Context: an optimization exercise on an open-source flow, tuned for small area, a short achievable clock period and few clock cycles. The choices shown serve that exercise and are no tape-out recipe. In this exercise RTL edits were held to simulation tests only and were not proved equivalent to the original. Power figures rest on the tool's default switching activity, not on a simulated workload.

==> inputs of job 3052 <==
Design matmul_top, start of the top module:
module matmul_top
#(
    parameter  int BLOCK   = 4,
    parameter  int INNER   = 4,
    parameter  int A_ROWS  = 8,      
    parameter  int B_COLS  = 8,      
    localparam int A_DEPTH = (A_ROWS / BLOCK) * INNER,
    localparam int B_DEPTH = (B_COLS / BLOCK) * INNER,
    localparam int A_AW    = (A_DEPTH > 1) ? $clog2(A_DEPTH) : 1,
    localparam int B_AW    = (B_DEPTH > 1) ? $clog2(B_DEPTH) : 1,
    localparam int R_AW    = (A_ROWS * B_COLS > 1) ? $clog2(A_ROWS * B_COLS) : 1
) (
    input  logic              clk,
    input  logic              rst_n,
    input  logic              a_we,
    input  logic [A_AW-1:0]   a_addr,      
    input  logic [BLOCK-1:0][ELEM_W-1:0]  a_data,
    input  logic              b_we,
    input  logic [B_AW-1:0]   b_addr,      
    input  logic [BLOCK-1:0][ELEM_W-1:0]  b_data,
    input  logic              start,
    output logic              busy,
    output logic              done,
    input  logic [R_AW-1:0]   res_addr,
    output logic signed [ELEM_W-1:0]             res_data
);
    logic snap;
    logic [A_DEPTH-1:0][BLOCK-1:0][ELEM_W-1:0] a_snap;
    logic [B_DEPTH-1:0][BLOCK-1:0][ELEM_W-1:0] b_snap;
    tile_sequencer u_seq (
        .clk   (clk),
        .rst_n (rst_n),
        .start (start),
        .busy  (busy),
        .done  (done),
        .snap  (snap)
    );
    matrix_bram #(.DEPTH(A_DEPTH), .BLOCK(BLOCK)) a_mem (
        .clk    (clk),
        .we     (a_we),
        .waddr  (a_addr),
        .wdata  (a_data),
        .snap   (snap),
        .snap_q (a_snap)
    );
    matrix_bram #(.DEPTH(B_DEPTH), .BLOCK(BLOCK)) b_mem (
        .clk    (clk),
        .we     (b_we),
        .waddr  (b_addr),
        .wdata  (b_data),
        .snap   (snap),
        .snap_q (b_snap)
    );
    result_buffer u_res (
        .clk      (clk),
        .a_snap   (a_snap),
        .b_snap   (b_snap),
        .res_addr (res_addr),
        .res_data (res_data)
    );
  ...
make LEC_CHECK=0 CAP_MARGIN=20 CORE_MARGIN=2 CORE_UTILIZATION=60 CTS_CLUSTER_SIZE=30 SETUP_SLACK_MARGIN=3.1 SLEW_MARGIN=20 finish   # period 10.0 ns
run.sh (not shown) runs the stock make flow with config.mk's settings and CLKGATE_MAP_FILE= SYNTH_SCRIPT=/design/flow/synth_recipe.tcl, a recipe that flattens the netlist after the stock synthesis.
==> job 105: changes against job 3052 <==
Settings changed: ABC_CLOCK_PERIOD_IN_PS from default to 5000, CORE_UTILIZATION 60 to 40, CTS_CLUSTER_SIZE 30 to default, SETUP_SLACK_MARGIN 3.1 to 4.5.
==> impl_metrics.csv <==
group,metric,value,unit
status,status,"timing/DRC/antenna clean",
power,p_seq_frac,0.273,
cells_and_area,n_antenna_cell,6,
grt,use_met1,0.5252,
worst_setup_path,r2r_start,"b_mem.snap_q[83]",
placement,post-place-ws,1318,ps
routing,wl_per_cell,34.12,um
cells_and_area,multi_input_area,38570,um2
routing,num_vias,68110,
routing,viasPerCell,6.834,
cells_and_area,fillCellCount,11620,
sta,tightestPinTransition,1136,ps
# the run above: job 3052

==> impl_metrics.csv <==
group,metric,value,unit
power,p_seq_frac,0.257,
routing,wl_per_cell,32.48,um
cells_and_area,fillCellCount,22070,
synthesis,synth_edf_count,2048,
worst_setup_path,r2r_start,"b_mem.snap_q[306]",
routing,num_vias,70100,
worst_setup_path,crit_required,8000,ps
cells_and_area,multi_input_area,41050,um2
status,status,"timing/DRC/antenna clean",
cells_and_area,n_antenna_cell,10,
placement,post-place-ws,1138,ps
routing,viasPerCell,6.058,
sta,tightestPinTransition,1210,ps
synthesis,yosysTopAreaCell,"edfxtp_1",
# the run above: job 105

Testbench counts of job 3052, summed over its fixed seeds: cycles 4,296.
Testbench counts of job 105, summed over its fixed seeds: cycles 4,296.

* * *

==> inputs of build 32 <==
Starting RTL as in the previous note.
Settings: LEC_CHECK=0, CAP_MARGIN=20, CORE_MARGIN=2, CORE_UTILIZATION=55, CTS_CLUSTER_SIZE=30, SETUP_SLACK_MARGIN=4.5, SLEW_MARGIN=20; clock period 10.0 ns.
==> build 6: changes against build 32 <==
SETUP_SLACK_MARGIN = 3.6   (was 4.5)
==> results.txt <==
Result of the run: build 6 finished clean; build 32 finished clean
Sequential share of power: build 6 0.266; build 32 0.260
Vias: build 6 70200; build 32 71300
Final worst-path setup slack: build 6 3.29 ns; build 32 3.28 ns
Combined global-route utilization of all metal layers: build 6 0.357; build 32 0.369
Multi-input gate share of total cell area: build 6 0.325; build 32 0.326
Internal Pwr Total: build 6 24.7 mW; build 32 25.2 mW
Transition time at the pin with the least slew margin: build 6 1.29 ns; build 32 1.20 ns
Area taken by multi-input logic gates: build 6 40400 µm²; build 32 41500 µm²
Routed length on met3: build 6 43500 µm; build 32 46800 µm
Launching element of the worst setup path: build 6 u_res.u_dot.q_s909$_DFF_P_; build 32 u_res.u_dot.q_s865$_DFF_P_
Clock network contribution to total cell area: build 6 0.0522; build 32 0.0512
Detailed router's first-iteration violation count: build 6 11600; build 32 11900
Antenna violations before repair: build 6 18; build 32 19
Testbench counts of build 32, summed over its fixed seeds: cycles 4,296.
Testbench counts of build 6, summed over its fixed seeds: cycles 4,296.

* * *

==> v19 <==
Another version of the RTL of matmul_top (not shown whole).
export LEC_CHECK = 0
export CAP_MARGIN = 20
export CORE_MARGIN = 2
export CORE_UTILIZATION = 55
export CTS_CLUSTER_SIZE = 30
export SETUP_SLACK_MARGIN = 4.2
export SLEW_MARGIN = 20
export SYNTH_HIERARCHICAL = 1
create_clock -name core_clock -period 10.0 [get_ports {clk}]
==> v20: changes against v19 <==
CORE_UTILIZATION = 65   (was 55)
SETUP_SLACK_MARGIN = 3.0   (was 4.2)
==> v7: changes against v19 <==
SETUP_SLACK_MARGIN = 3.2   (was 4.2)
==> summary of the runs <==
In v20 the first-iteration DRC count is smaller than in v19, by 5.1%. Worst setup slack, lowest first: v20, v19, v7. Global-route usage, lowest first: v7, v19, v20. Against v7, the design area of v19 is larger by 5.3%. The highest via count belongs to v19, the lowest to v7. Cell count, highest first: v19, v7, v20. The lowest clock power belongs to v19, the highest to v20. Of v19 and v7, v19 has the higher combinational power (gap about 8%, measured against v7). Routed wire length, highest first: v19, v20, v7. Total power: v20 is larger than v7 (1.8%). Die area: v20 is lower than v19 (about 15%).
Testbench counts of v19, summed over its fixed seeds: cycles 4,296.
Testbench counts of v20, summed over its fixed seeds: cycles 4,296.
Testbench counts of v7, summed over its fixed seeds: cycles 4,296.

* * *

==> inputs of 02-19 <==
Another version of the RTL of matmul_top (not shown whole).
make LEC_CHECK=0 CAP_MARGIN=20 CORE_MARGIN=2 CORE_UTILIZATION=55 CTS_CLUSTER_SIZE=30 SETUP_SLACK_MARGIN=3.6 SLEW_MARGIN=20 SYNTH_HIERARCHICAL=1 finish   # period 10.0 ns
==> 01-13 (differences from 02-19) <==
- SYNTH_HIERARCHICAL: 1 -> unset
==> notes <==
- Against 01-13, the clock skew of 02-19 is higher by 0.024 ns.
- Against 01-13, the fmax of 02-19 is lower by about 0.6%.
- In 01-13 the via count is larger than in 02-19, by about 1.1%.
- Against 02-19, the setup slack of 01-13 is better by 0.039 ns.
- Against 01-13, the count of clock-buffer cells in the layout of 02-19 is higher by 2.
- Routed wire length: 02-19 is larger than 01-13 (0.54%).
- Against 01-13, the first-iteration DRC count of 02-19 is lower by 1.5%.
- 01-13 completed with no timing, DRC or antenna violations. 02-19 completed with no timing, DRC or antenna violations.
- In flip-flop and latch count, 01-13 and 02-19 do not differ.
- In 02-19 the area after synthesis is larger than in 01-13, by 1.8%.
- Of 01-13 and 02-19, 02-19 has the higher die area (gap about 1.7%, measured against 02-19).
Testbench counts of 02-19, summed over its fixed seeds: cycles 4,296.
Testbench counts of 01-13, summed over its fixed seeds: cycles 4,296.

* * *

==> inputs of build 30 <==
matmul_top, a different RTL version from the one above (not shown whole).
==> flow/design.v (excerpt) <==
module matmul_top
#(
    parameter  int BLOCK   = 4,
    parameter  int INNER   = 4,
    parameter  int A_ROWS  = 8,      
    parameter  int B_COLS  = 8,      
    localparam int A_DEPTH = (A_ROWS / BLOCK) * INNER,
    localparam int B_DEPTH = (B_COLS / BLOCK) * INNER,
    localparam int A_AW    = (A_DEPTH > 1) ? $clog2(A_DEPTH) : 1,
    localparam int B_AW    = (B_DEPTH > 1) ? $clog2(B_DEPTH) : 1,
    localparam int R_AW    = (A_ROWS * B_COLS > 1) ? $clog2(A_ROWS * B_COLS) : 1
) (
    input  logic              clk,
    input  logic              rst_n,
    input  logic              a_we,
    input  logic [A_AW-1:0]   a_addr,      
    input  logic [BLOCK-1:0][ELEM_W-1:0]  a_data,
    input  logic              b_we,
    input  logic [B_AW-1:0]   b_addr,      
    input  logic [BLOCK-1:0][ELEM_W-1:0]  b_data,
    input  logic              start,
    output logic              busy,
    output logic              done,
    input  logic [R_AW-1:0]   res_addr,
    output logic signed [ELEM_W-1:0]             res_data
);
    logic snap;
    logic [A_DEPTH-1:0][BLOCK-1:0][ELEM_W-1:0] a_snap;
    logic [B_DEPTH-1:0][BLOCK-1:0][ELEM_W-1:0] b_snap;
  ...
Settings: LEC_CHECK=0, CAP_MARGIN=20, CORE_MARGIN=2, CORE_UTILIZATION=65, CTS_CLUSTER_SIZE=30, SETUP_SLACK_MARGIN=3.45, SLEW_MARGIN=20, SYNTH_HIERARCHICAL=1; clock period 10.0 ns.
==> inputs of build 70, as changes to build 30 <==
--- a/flow/config.mk
+++ b/flow/config.mk
@@ -11,3 +11,3 @@
 export CTS_CLUSTER_SIZE = 30
-export SETUP_SLACK_MARGIN = 3.45
+export SETUP_SLACK_MARGIN = 3.75
 export SLEW_MARGIN = 20
==> inputs of build 23, as changes to build 30 <==
--- a/flow/config.mk
+++ b/flow/config.mk
@@ -9,5 +9,5 @@
 export CORE_MARGIN = 2
-export CORE_UTILIZATION = 65
+export CORE_UTILIZATION = 60
 export CTS_CLUSTER_SIZE = 30
-export SETUP_SLACK_MARGIN = 3.45
+export SETUP_SLACK_MARGIN = 3.6
 export SLEW_MARGIN = 20
==> qor summary <==
| metric | build 70 | build 23 | build 30 |
|---|---|---|---|
| Run status | complete, no violations | complete, no violations | complete, no violations |
| Vias in the first global route | 53.5k | 51.9k | 52.2k |
| Core Box Area | 152000 um2 | 165000 um2 | 152000 um2 |
| Cell Count, Final, Fillers Out | 8235 | 8271 | 8011 |
| Wire length reported by the detailed router | 275000 um | 255000 um | 252000 um |
| Worst path buffer plus inverter count | 5 | 2 | 3 |
| Max-Slew Margin vs Limit | 0.291 | 0.278 | 0.260 |
| First-iteration detailed-routing DRC count | 6958 | 5687 | 5969 |
| Total power of the final layout | 39900 uW | 39400 uW | 39200 uW |
| Standard cell area after detailed placement | 102000 um2 | 103000 um2 | 102000 um2 |
| Cell area after layout | 114000 um2 | 112000 um2 | 111000 um2 |
| GR Util met3 | 0.0935 | 0.0647 | 0.0827 |
| Clock buffers | 237 | 258 | 237 |
| Switching share of power | 0.382 | 0.381 | 0.380 |
| Fraction of power consumed by the clock network | 0.190 | 0.189 | 0.191 |
Testbench counts of build 30, summed over its fixed seeds: cycles 4,296.
Testbench counts of build 70, summed over its fixed seeds: cycles 4,296.
Testbench counts of build 23, summed over its fixed seeds: cycles 4,296.

## static timing again, ports no longer ideal
The results above use ideal ports. As a check the final layouts listed here were re-extracted and re-timed, cells and wires unchanged.
Step 1 sets driving cells, clkbuf_16 on the clock port and buf_2 on the other inputs (assumed; they add their load-dependent delay and slew).
Step 2 times the ports against the registers' clock, not the clock port: input delays grow and output delays shrink by t, the midpoint of the rising clock arrivals with the driver on.
Three values: ideal ports, drivers, drivers and shift; two values: the first two.
run	t (ns)	slack for setup (ns)	worst setup path after step 2	latest minus earliest clock arrival (ns)
job 3052	0.959	3.077 / 2.836 / 1.877	input to register	0.084 / 0.084
job 105	0.947	3.196 / 3.103 / 2.163	input to register	0.092 / 0.092
build 32	0.927	3.281 / 3.053 / 2.126	input to register	0.077 / 0.077
build 6	0.929	3.288 / 3.097 / 2.168	input to register	0.073 / 0.073
v19	0.941	3.122 / 3.029 / 2.374	input to register	0.059 / 0.058
v20	0.901	3.028 / 2.949 / 2.116	input to register	0.084 / 0.084
v7	0.926	3.216 / 3.132 / 2.221	input to register	0.044 / 0.044
02-19	0.922	3.171 / 3.087 / 2.225	input to register	0.065 / 0.065
01-13	0.924	3.210 / 3.027 / 2.103	input to register	0.042 / 0.042
build 30	0.904	3.236 / 3.148 / 2.395	input to register	0.091 / 0.091
build 70	0.902	3.245 / 3.157 / 2.434	input to register	0.107 / 0.107
build 23	0.938	3.187 / 3.104 / 2.387	input to register	0.043 / 0.044
After both steps setup and hold are still met in every run listed. The setup slack of job 3052, which loses most, moves by -0.241 ns with the drivers and by -1.200 ns with both steps.
